Context: an optimization exercise on an open-source flow, tuned for small area, a short achievable clock period and few clock cycles per item. The choices shown serve that exercise and are no tape-out recipe.
Where RTL was checked, it was by simulation tests only, not by an equivalence proof against the original.

==> run A: inputs <==
// array_list_insert_remove_core
module array_list_insert_remove_core
#(
    parameter int DEPTH = DEPTH_DEF
) (
    input  logic                 aclk,
    input  logic                 aresetn,
    input  logic                 s_tvalid,
    output logic                 s_tready,
    input  logic [S_TDATA_W-1:0] s_tdata,    
    output logic                 m_tvalid,
    input  logic                 m_tready,
    output logic [M_TDATA_W-1:0] m_tdata     
);
    logic [CMD_W-1:0]          x_cmd;
    logic                      x_go;
    logic                      pend;
    logic                      r_fin;
    logic [CMD_W-1:0]          n_cmd;
    logic                      x_free;
    logic [VALUE_W-1:0]        h_val;
    logic [LEN_W+STATUS_W-1:0] x_stat;
    logic [VALUE_W-1:0]        r_rd;
    alir_ctrl u_ctrl (
        .aclk     (aclk),
        .aresetn  (aresetn),
        .s_tvalid (s_tvalid),
        .s_tready (s_tready),
        .s_cmd    (s_tdata[CMD_W-1:0]),
        .m_tvalid (m_tvalid),
        .m_tready (m_tready),
        .m_tdata  (m_tdata),
        .x_cmd    (x_cmd),
        .x_go     (x_go),
        .x_free   (x_free),
        .n_cmd    (n_cmd),
        .h_val    (h_val),
        .pend     (pend),
        .r_fin    (r_fin),
        .x_stat   (x_stat),
        .r_rd     (r_rd)
    );
    alir_datapath #(
        .DEPTH (DEPTH)
    ) u_datapath (
        .aclk    (aclk),
        .aresetn (aresetn),
        .x_cmd   (x_cmd),
        .x_go    (x_go),
        .x_free  (x_free),
        .n_cmd   (n_cmd),
        .h_val   (h_val),
        .pend    (pend),
        .r_fin   (r_fin),
        .x_stat  (x_stat),
        .r_rd    (r_rd)
    );
endmodule
==> flow/config.mk <==
export PLATFORM = sky130hd
export DESIGN_NAME = array_list_insert_remove_core
export DESIGN_NICKNAME = array_list_insert_remove_core
export VERILOG_FILES = /design/flow/design.v
export SDC_FILE = /design/flow/constraint.sdc
export NUM_CORES = 8
export LEC_CHECK = 0
export CAP_MARGIN = 20
export CELL_PAD_IN_SITES_DETAIL_PLACEMENT = 1
export CORE_MARGIN = 2
export CORE_UTILIZATION = 25
export CTS_CLUSTER_DIAMETER = 80
export CTS_CLUSTER_SIZE = 24
export PLACE_DENSITY = 0.33
export SETUP_SLACK_MARGIN = 5
export SLEW_MARGIN = 20
export SYNTH_HIERARCHICAL = 1
export TNS_END_PERCENT = 10
==> flow/constraint.sdc <==
create_clock -name core_clock -period 8.5 [get_ports {aclk}]
set_input_delay 1.7000 -clock core_clock [delete_from_list [all_inputs] [get_ports {aclk}]]
set_output_delay 1.7000 -clock core_clock [all_outputs]
set_load 0.01 [all_outputs]
standard.sh (not shown) runs the stock make flow with config.mk's settings and CLKGATE_MAP_FILE= SYNTH_SCRIPT=/design/flow/synth_recipe.tcl, a recipe that flattens the netlist after the stock synthesis.
==> flow/flow/run.sh <==
#!/bin/bash
# The standard layout (the standard.sh: standard synthesis and the ORFS steps), with the
# port buffers that ORFS puts on every input and output made buf_4 cells rather than the
# default choice of buffer. Make's full output goes to flow_make.log.
set -euo pipefail
bash standard.sh BUFFER_PORTS_ARGS="-buffer_cell sky130_fd_sc_hd__buf_4" finish > flow_make.log 2>&1
==> run X (differences from run A) <==
--- a/flow/design.v
+++ b/flow/design.v
@@ -29,15 +29,16 @@
     input  logic [CMD_W-1:0]          s_cmd,
     output logic                      m_tvalid,
     input  logic                      m_tready,
     output logic [M_TDATA_W-1:0]      m_tdata,
     output logic [CMD_W-1:0]          x_cmd,
-    output logic                      x_go,      
+    output logic                      x_go_next,  
     output logic                      x_free,    
     output logic [CMD_W-1:0]          n_cmd,     
     output logic [VALUE_W-1:0]        h_val,     
     input  logic                      pend,      
+    input  logic                      pend_next,
     input  logic                      r_fin,     
     input  logic [LEN_W+STATUS_W-1:0] x_stat,    
     input  logic [VALUE_W-1:0]        r_rd       
 );
     localparam int QN = 3;
@@ -56,13 +57,17 @@
     logic             pop;
     logic             s_rdy_reg;    
     logic             m_vld_reg;    
     logic [1:0]       i_cnt_next;
     logic [1:0]       q_cnt_next;
+    logic             x_go;
+    logic             x_go_reg;     
+    logic             x_valid_next;
+    logic             room_next;
     assign s_tready = s_rdy_reg;
     assign accept   = s_tvalid && s_tready;
-    assign x_go     = x_valid_reg && !pend && room_reg;
+    assign x_go     = x_go_reg;
     assign x_free   = !x_valid_reg || x_go;
     assign deq      = x_free && (i_cnt_reg != 2'd0);
     assign pop      = m_tvalid && m_tready;
     assign n_cmd    = x_free ? ia_reg : x_cmd_reg;
     assign h_val    = ia_reg[OPCODE_W +: VALUE_W];
@@ -70,10 +75,16 @@
     assign r_res    = {r_rd, r_stat_reg};
     assign m_tvalid = m_vld_reg;
     assign m_tdata  = {(M_TDATA_W-RES_W)'(0), q_reg[0]};
     assign i_cnt_next = i_cnt_reg - 2'(deq) + 2'(accept);
     assign q_cnt_next = pop ? (q_cnt_reg + 2'(r_valid_reg) - 2'd1) : (q_cnt_reg + 2'(r_valid_reg));
+    assign x_valid_next = x_free ? (i_cnt_reg != 2'd0) : x_valid_reg;
+    assign room_next    = r_fin ? (q_cnt_next <= 2'd1) : (q_cnt_next <= 2'd2);
+    assign x_go_next    = aresetn && x_valid_next && !pend_next && room_next;
+    always_ff @(posedge aclk) begin
+        x_go_reg <= x_go_next;
+    end
     always_ff @(posedge aclk) begin
         if (!aresetn) begin
             i_cnt_reg   <= 2'd0;
             s_rdy_reg   <= 1'b1;
             x_valid_reg <= 1'b0;
@@ -82,17 +93,15 @@
             m_vld_reg   <= 1'b0;
             room_reg    <= 1'b1;
         end else begin
             i_cnt_reg <= i_cnt_next;
             s_rdy_reg <= (i_cnt_next != 2'd2);
-            if (x_free) begin
-                x_valid_reg <= (i_cnt_reg != 2'd0);
-            end
+            x_valid_reg <= x_valid_next;
             r_valid_reg <= r_fin;
             q_cnt_reg   <= q_cnt_next;
             m_vld_reg   <= (q_cnt_next != 2'd0);
-            room_reg    <= r_fin ? (q_cnt_next <= 2'd1) : (q_cnt_next <= 2'd2);
+            room_reg    <= room_next;
         end
     end
     logic [CMD_W-1:0] ia_src, ia_next, x_next;
     logic [RES_W-1:0] q_stay [QN];    
     logic [RES_W-1:0] q_move [QN];    
@@ -125,15 +134,16 @@
     parameter int DEPTH = DEPTH_DEF
 ) (
     input  logic                      aclk,
     input  logic                      aresetn,
     input  logic [CMD_W-1:0]          x_cmd,
-    input  logic                      x_go,
+    input  logic                      x_go_next,
     input  logic                      x_free,
     input  logic [CMD_W-1:0]          n_cmd,
     input  logic [VALUE_W-1:0]        h_val,
     output logic                      pend,
+    output logic                      pend_o_next,
     output logic                      r_fin,
     output logic [LEN_W+STATUS_W-1:0] x_stat,
     output logic [VALUE_W-1:0]        r_rd
 );
     localparam int AW = $clog2(DEPTH);
@@ -175,10 +185,11 @@
     assign pos   = x_cmd[OPCODE_W + VALUE_W +: POS_W];
     assign n_pos = n_cmd[OPCODE_W + VALUE_W +: POS_W];
     logic [DEPTH-1:0] flag;       
     logic             pend_reg;   
     logic             pend_next;
+    logic             x_go;       
     logic [DEPTH-1:0] nflag;      
     logic [DEPTH-1:0] live;       
     logic [DEPTH-1:0] age_reg;    
     logic [LEN_W-1:0] count_reg;
     logic [DEPTH-1:0] ins_ge;     
@@ -308,11 +319,15 @@
         end else if (do_dec) begin
             count_next = count_reg - 1'b1;
         end
     end
     assign x_stat = {count_next, pend_reg ? ST_OK : status};
-    assign pend_next = aresetn && do_rv && more;
+    assign pend_next   = aresetn && do_rv && more;
+    assign pend_o_next = pend_next;
+    always_ff @(posedge aclk) begin
+        x_go <= x_go_next;
+    end
     always_ff @(posedge aclk) begin
         pend_reg <= pend_next;
     end
     always_ff @(posedge aclk) begin
         if (!aresetn) begin
@@ -332,18 +347,20 @@
     end
     logic [VALUE_W-1:0] q   [DEPTH];
     logic [VALUE_W-1:0] rdn [DEPTH];    
     logic [DEPTH-1:0]   rsel;
     logic [DEPTH-1:0]   age_next;
-    logic [VALUE_W-1:0] rd_any;
-    logic [VALUE_W-1:0] r_rd_reg;
+    logic [VALUE_W-1:0] rd_part [4];       
+    logic [VALUE_W-1:0] r_part_reg [4];
     assign age_next = ~therm_lt(n_pos);
     assign rsel     = age_next & ~{age_next[DEPTH-2:0], 1'b0};
     always_ff @(posedge aclk) begin
-        r_rd_reg <= (x_go && (op == OP_READ) && idx_ok) ? rd_any : '0;
+        for (int i = 0; i < 4; i++) begin
+            r_part_reg[i] <= (x_go && (op == OP_READ) && idx_ok) ? rd_part[i] : '0;
+        end
     end
-    assign r_rd = r_rd_reg;
+    assign r_rd = r_part_reg[0] | r_part_reg[1] | r_part_reg[2] | r_part_reg[3];
     for (genvar j = 0; j < DEPTH; j++) begin : g_cell
         logic take_val, take_below, take_above;
         logic [VALUE_W-1:0] below, above;
         logic c_below, c_above, fl_above, nf_above;
         if (j > 0) begin : g_below
@@ -401,21 +418,19 @@
         alir_nand4 #(VALUE_W) u_g (
             .a (rdn[4*i]), .b (rdn[4*i+1]), .c (rdn[4*i+2]), .d (rdn[4*i+3]),
             .y (rt[NG-1+i])
         );
     end
-    for (genvar k = NG - 2; k >= 0; k--) begin : g_rd_node
+    for (genvar k = NG - 2; k >= 3; k--) begin : g_rd_node
         if (($clog2(k + 2) % 2) == (GW % 2)) begin : g_nor
             alir_nor2 #(VALUE_W) u_g (.a(rt[2*k+1]), .b(rt[2*k+2]), .y(rt[k]));
         end else begin : g_nand
             alir_nand2 #(VALUE_W) u_g (.a(rt[2*k+1]), .b(rt[2*k+2]), .y(rt[k]));
         end
     end
-    if (GW % 2 == 1) begin : g_rd_odd
-        assign rd_any = ~rt[0];
-    end else begin : g_rd_even
-        assign rd_any = rt[0];
+    for (genvar i = 0; i < 4; i++) begin : g_rd_part
+        assign rd_part[i] = ~rt[3+i];
     end
 endmodule
 module alir_cell
 (
     input  logic               aclk,
@@ -612,11 +627,12 @@
     output logic                 m_tvalid,
     input  logic                 m_tready,
     output logic [M_TDATA_W-1:0] m_tdata     
 );
     logic [CMD_W-1:0]          x_cmd;
-    logic                      x_go;
+    logic                      x_go_next;
+    logic                      pend_next;
     logic                      pend;
     logic                      r_fin;
     logic [CMD_W-1:0]          n_cmd;
     logic                      x_free;
     logic [VALUE_W-1:0]        h_val;
@@ -630,30 +646,32 @@
         .s_cmd    (s_tdata[CMD_W-1:0]),
         .m_tvalid (m_tvalid),
         .m_tready (m_tready),
         .m_tdata  (m_tdata),
         .x_cmd    (x_cmd),
-        .x_go     (x_go),
+        .x_go_next (x_go_next),
         .x_free   (x_free),
         .n_cmd    (n_cmd),
         .h_val    (h_val),
         .pend     (pend),
+        .pend_next (pend_next),
         .r_fin    (r_fin),
         .x_stat   (x_stat),
         .r_rd     (r_rd)
     );
     alir_datapath #(
         .DEPTH (DEPTH)
     ) u_datapath (
         .aclk    (aclk),
         .aresetn (aresetn),
         .x_cmd   (x_cmd),
-        .x_go    (x_go),
+        .x_go_next (x_go_next),
         .x_free  (x_free),
         .n_cmd   (n_cmd),
         .h_val   (h_val),
         .pend    (pend),
+        .pend_o_next (pend_next),
         .r_fin   (r_fin),
         .x_stat  (x_stat),
         .r_rd    (r_rd)
     );
 endmodule
- PLACE_DENSITY: 0.33 -> 0.4
==> impl_metrics.toml <==
[run_status]
status = "timing/DRC/antenna clean"

[finish]
fin_util = 0.302
finalNonFillerCells = 51800

[grt]
track_usage = 0.286

[synth]
yosysWarnings = 25

[power_and_ir_drop]
power.share.switching = 0.495
power_frac_comb = 0.439

[route]
vias_per_cell = 5.81
(the above is from run A)
==> impl_metrics.toml <==
[run_status]
status = "timing/DRC/antenna clean"

[timing]
max_slew_margin = 0.144
setup_violations = 0

[finish]
fin_util = 0.296
signal_buffers = 1358
nonClkBufAreaFrac = 0.0412

[placed_design]
place_congestion = 0.970

[clock_tree]
cts.path.max_buffers = 5

[synth]
yosysWarnings = 29

[die]
start_util = 0.250

[grt]
grtUsageMet2 = 0.420

[route]
vias_per_cell = 5.90

[power_and_ir_drop]
power.share.switching = 0.510
power_frac_comb = 0.478
(the above is from run X)
Testbench counts of run A, summed over its fixed seeds: cycles 5,333, ops 4,800.
Testbench counts of run X, summed over its fixed seeds: cycles 5,333, ops 4,800.

---

==> inputs of try-zinc <==
Another version of the RTL of array_list_insert_remove_core (not shown whole).
==> flow/config.mk <==
export PLATFORM = sky130hd
export DESIGN_NAME = array_list_insert_remove_core
export DESIGN_NICKNAME = array_list_insert_remove_core
export VERILOG_FILES = /design/flow/design.v
export SDC_FILE = /design/flow/constraint.sdc
export NUM_CORES = 8
export LEC_CHECK = 0
export CAP_MARGIN = 20
export CORE_MARGIN = 2
export CORE_UTILIZATION = 25
export PLACE_DENSITY = 0.35
export SLEW_MARGIN = 20
==> flow/constraint.sdc <==
create_clock -name core_clock -period 8.5 [get_ports {aclk}]
set_input_delay 1.7000 -clock core_clock [delete_from_list [all_inputs] [get_ports {aclk}]]
set_output_delay 1.7000 -clock core_clock [all_outputs]
set_load 0.01 [all_outputs]
run.sh (not shown) runs the stock make flow with config.mk's settings and CLKGATE_MAP_FILE= SYNTH_SCRIPT=/design/flow/synth_recipe.tcl, a recipe that flattens the netlist after the stock synthesis.
Stock flow here: none of the scripts above is used.
==> inputs of try-willow, as changes to try-zinc <==
--- a/flow/design.v
+++ b/flow/design.v
@@ -30,31 +30,33 @@
     output logic                 m_tvalid,
     input  logic                 m_tready,
     output logic [M_TDATA_W-1:0] m_tdata,
     output logic                 x_valid,
     output logic [CMD_W-1:0]     x_cmd,
     output logic                 x_go,      
+    output logic                 x_free,    
+    output logic [VALUE_W-1:0]   n_val,     
     input  logic                 x_done,    
     input  logic [RES_W-1:0]     x_res
 );
     logic             x_valid_reg;
     logic [CMD_W-1:0] x_cmd_reg;
     logic             k_valid_reg;
     logic [CMD_W-1:0] k_cmd_reg;
     logic [1:0]       q_cnt_reg;
     logic [RES_W-1:0] q0_reg, q1_reg;
     logic             accept;
     logic             finish;
     logic             pop;
-    logic             x_free;
     assign s_tready = !k_valid_reg;
     assign accept   = s_tvalid && !k_valid_reg;
     assign x_go     = x_valid_reg && !q_cnt_reg[1];
     assign finish   = x_go && x_done;
     assign x_free   = !x_valid_reg || finish;
     assign pop      = m_tvalid && m_tready;
+    assign n_val    = k_valid_reg ? k_cmd_reg[OPCODE_W +: VALUE_W] : s_cmd[OPCODE_W +: VALUE_W];
     assign x_valid  = x_valid_reg;
     assign x_cmd    = x_cmd_reg;
     assign m_tvalid = (q_cnt_reg != 2'd0);
     assign m_tdata  = {(M_TDATA_W-RES_W)'(0), q0_reg};
     always_ff @(posedge aclk) begin
         if (!aresetn) begin
@@ -90,55 +92,96 @@
 endmodule
 import alir_pkg::*;
 module alir_datapath
 #(
     parameter int DEPTH = DEPTH_DEF
 ) (
-    input  logic             aclk,
-    input  logic             aresetn,
-    input  logic [CMD_W-1:0] x_cmd,
-    input  logic             x_go,
-    output logic             x_done,
-    output logic [RES_W-1:0] x_res
+    input  logic               aclk,
+    input  logic               aresetn,
+    input  logic [CMD_W-1:0]   x_cmd,
+    input  logic               x_go,
+    input  logic               x_free,
+    input  logic [VALUE_W-1:0] n_val,
+    output logic               x_done,
+    output logic [RES_W-1:0]   x_res
 );
     localparam int AW = $clog2(DEPTH);
+    localparam int LW = AW / 2;        
+    localparam int HW = AW - LW;
+    function automatic logic [DEPTH-1:0] therm_lt(input logic [POS_W-1:0] n);
+        logic [(1<<HW)-1:0] h_lt, h_eq;
+        logic [(1<<LW)-1:0] l_lt;
+        logic               big;
+        big = |(n >> AW);
+        for (int h = 0; h < (1 << HW); h++) begin
+            h_lt[h] = (HW'(h) < n[AW-1:LW]);
+            h_eq[h] = (HW'(h) == n[AW-1:LW]);
+        end
+        for (int l = 0; l < (1 << LW); l++) begin
+            l_lt[l] = (LW'(l) < n[LW-1:0]);
+        end
+        for (int j = 0; j < DEPTH; j++) begin
+            therm_lt[j] = big || h_lt[j >> LW] || (h_eq[j >> LW] && l_lt[j % (1 << LW)]);
+        end
+    endfunction
     logic [OPCODE_W-1:0] op;
     logic [VALUE_W-1:0]  val;
     logic [POS_W-1:0]    pos;
     assign op  = x_cmd[OPCODE_W-1:0];
     assign val = x_cmd[OPCODE_W +: VALUE_W];
     assign pos = x_cmd[OPCODE_W + VALUE_W +: POS_W];
     logic [VALUE_W-1:0] cell_reg [DEPTH];
+    logic [DEPTH-1:0]   flag_reg;    
     logic [LEN_W-1:0]   count_reg;
     logic [DEPTH-1:0] live;      
     logic [DEPTH-1:0] at_ge;     
     logic [DEPTH-1:0] ins_ge;    
     logic [DEPTH-1:0] match;     
     logic [DEPTH-1:0] first_ge;  
+    logic [DEPTH-1:0] cmp;       
+    logic [DEPTH-1:0] src;       
     logic             more;      
     logic             any;
+    logic             val_eq;
     logic is_ins, full, ins_ok, idx_ok;
     logic do_ins, do_rat, do_rv;
     logic [STATUS_W-1:0] status;
     logic [LEN_W-1:0]    count_next;
     logic [VALUE_W-1:0]  rd;
     always_comb begin
+        live  = therm_lt(count_reg);
+        at_ge = ~therm_lt(pos);
         for (int j = 0; j < DEPTH; j++) begin
-            live[j]  = (LEN_W'(j) < count_reg);
-            at_ge[j] = (POS_W'(j) >= pos);
-            match[j] = live[j] && (cell_reg[j] == val);
-        end
-    end
-    always_comb begin
-        first_ge[0] = match[0];
-        more        = 1'b0;
-        for (int j = 1; j < DEPTH; j++) begin
-            first_ge[j] = first_ge[j-1] || match[j];
-            more        = more || (first_ge[j-1] && match[j]);
-        end
-        any = first_ge[DEPTH-1];
+            cmp[j] = live[j] && (cell_reg[j] == n_val);
+        end
+    end
+    assign match  = flag_reg;
+    assign src    = x_free ? cmp : flag_reg;
+    assign val_eq = (val == n_val);
+    always_comb begin
+        logic [DEPTH-1:0] p;
+        p = match;
+        for (int d = 1; d < DEPTH; d = d * 2) begin
+            for (int j = DEPTH - 1; j >= d; j--) begin
+                p[j] = p[j] || p[j-d];
+            end
+        end
+        first_ge = p;
+    end
+    always_comb begin
+        logic [DEPTH-1:0] a, m;
+        a = match;
+        m = '0;
+        for (int w = DEPTH / 2; w >= 1; w = w / 2) begin
+            for (int i = 0; i < w; i++) begin
+                m[i] = m[2*i] || m[2*i+1] || (a[2*i] && a[2*i+1]);
+                a[i] = a[2*i] || a[2*i+1];
+            end
+        end
+        any  = a[0];
+        more = m[0];
     end
     always_comb begin
         unique case (op)
             OP_APPEND:  ins_ge = ~live;
             OP_PREPEND: ins_ge = '1;
             default:    ins_ge = at_ge;
@@ -176,34 +219,43 @@
     end
     assign rd    = ((op == OP_READ) && idx_ok) ? cell_reg[pos[AW-1:0]] : '0;
     assign x_res = {rd, count_next, status};
     for (genvar j = 0; j < DEPTH; j++) begin : g_cell
         logic               take_val, take_below, take_above, take_hold;
         logic [VALUE_W-1:0] below, above;
+        logic               f_below, f_above;
         if (j > 0) begin : g_below
             assign below      = cell_reg[j-1];
+            assign f_below    = src[j-1];
             assign take_below = do_ins && ins_ge[j-1];
             assign take_val   = do_ins && ins_ge[j] && !ins_ge[j-1];
         end else begin : g_bottom
             assign below      = '0;
+            assign f_below    = 1'b0;
             assign take_below = 1'b0;
             assign take_val   = do_ins && ins_ge[j];
         end
         if (j < DEPTH - 1) begin : g_above
             assign above      = cell_reg[j+1];
+            assign f_above    = src[j+1];
             assign take_above = (do_rat && at_ge[j]) || (do_rv && first_ge[j]);
         end else begin : g_top
-            assign above      = '0;
-            assign take_above = 1'b0;
+            assign above      = cell_reg[j];
+            assign f_above    = 1'b0;
+            assign take_above = (do_rat && at_ge[j]) || (do_rv && first_ge[j]);
         end
         assign take_hold = !(take_val || take_below || take_above);
         always_ff @(posedge aclk) begin
             cell_reg[j] <= ({VALUE_W{take_val}}   & val)
                          | ({VALUE_W{take_below}} & below)
                          | ({VALUE_W{take_above}} & above)
                          | ({VALUE_W{take_hold}}  & cell_reg[j]);
+            flag_reg[j] <= (take_val && val_eq)
+                         | (take_below && f_below)
+                         | (take_above && f_above)
+                         | (take_hold && src[j]);
         end
     end
     always_ff @(posedge aclk) begin
         if (!aresetn) begin
             count_reg <= '0;
         end else begin
@@ -226,12 +278,14 @@
     output logic [M_TDATA_W-1:0] m_tdata     
 );
     logic             x_valid;
     logic [CMD_W-1:0] x_cmd;
     logic             x_go;
     logic             x_done;
+    logic             x_free;
+    logic [VALUE_W-1:0] n_val;
     logic [RES_W-1:0] x_res;
     alir_ctrl u_ctrl (
         .aclk     (aclk),
         .aresetn  (aresetn),
         .s_tvalid (s_tvalid),
         .s_tready (s_tready),
@@ -239,20 +293,24 @@
         .m_tvalid (m_tvalid),
         .m_tready (m_tready),
         .m_tdata  (m_tdata),
         .x_valid  (x_valid),
         .x_cmd    (x_cmd),
         .x_go     (x_go),
+        .x_free   (x_free),
+        .n_val    (n_val),
         .x_done   (x_done),
         .x_res    (x_res)
     );
     alir_datapath #(
         .DEPTH (DEPTH)
     ) u_datapath (
         .aclk    (aclk),
         .aresetn (aresetn),
         .x_cmd   (x_cmd),
         .x_go    (x_go),
+        .x_free  (x_free),
+        .n_val   (n_val),
         .x_done  (x_done),
         .x_res   (x_res)
     );
 endmodule
CORE_UTILIZATION = 40   (was 25)
PLACE_DENSITY = 0.55   (was 0.35)
==> summary.txt <==
- Result of the run: aborted with a tool error
- Failed at: global routing
- First error message: [ERROR GRT-0116] Global routing finished with congestion. Check the congestion regions in the DRC Viewer.
- Number of cell rows: 379
- Die height: approximately 1000 µm
- Post-synthesis register bit count: 4278
- Fraction of the mapped netlist area in compound gates: ~28%
[end of results for try-zinc]
==> summary.txt <==
- Result of the run: aborted with a tool error
- Failed at: global routing
- First error message: [ERROR GRT-0116] Global routing finished with congestion. Check the congestion regions in the DRC Viewer.
- Starting density of the core: between 40% and 50%
- Fraction of the mapped netlist area in compound gates: 26.5%
- Most frequent cell after synthesis: sky130_fd_sc_hd__nand2_1
- Post-synthesis xor/xnor area fraction: around an eighth
- Part of the Yosys area used for sequential elements: roughly 33%
- Number of cell rows: 302
- Die height: between 800 and 900 µm
- Post-synthesis register bit count: 4406
[end of results for try-willow]
Testbench counts of try-zinc, summed over its fixed seeds: cycles 5,317, ops 4,800.
For try-willow, only the layout was checked, not whether the RTL still works.

-- static timing again, ports no longer ideal --
The results above use ideal ports. As a check the final layouts listed here were re-extracted and re-timed, cells and wires unchanged. Step 1: set_driving_cell puts a clkbuf_16 on aclk and a buf_2 on each other input, an assumption about the parent block. Step 2 times the ports against the registers' clock, not the clock port: input delays grow and output delays shrink by t, the midpoint of the rising clock arrivals with the driver on. Slacks: no drivers / after step 1 / after step 2; pairs: no drivers / after step 1.
| run | t (ns) | setup slack, ns | worst hold slack (ns) | worst register clock-pin slew, ns |
|---|---|---|---|---|
| run A | 1.284 | 4.609 / 4.609 / 4.333 | 0.498 / 0.498 / 0.498 | 0.10 / 0.10 |
| run X | 1.299 | 4.765 / 4.765 / 4.032 | 0.416 / 0.416 / 0.416 | 0.11 / 0.11 |
After both steps setup and hold are still met in every run listed. For run X, which loses most, drivers alone change the setup slack by 0.000 ns; drivers and shift together by -0.733 ns.
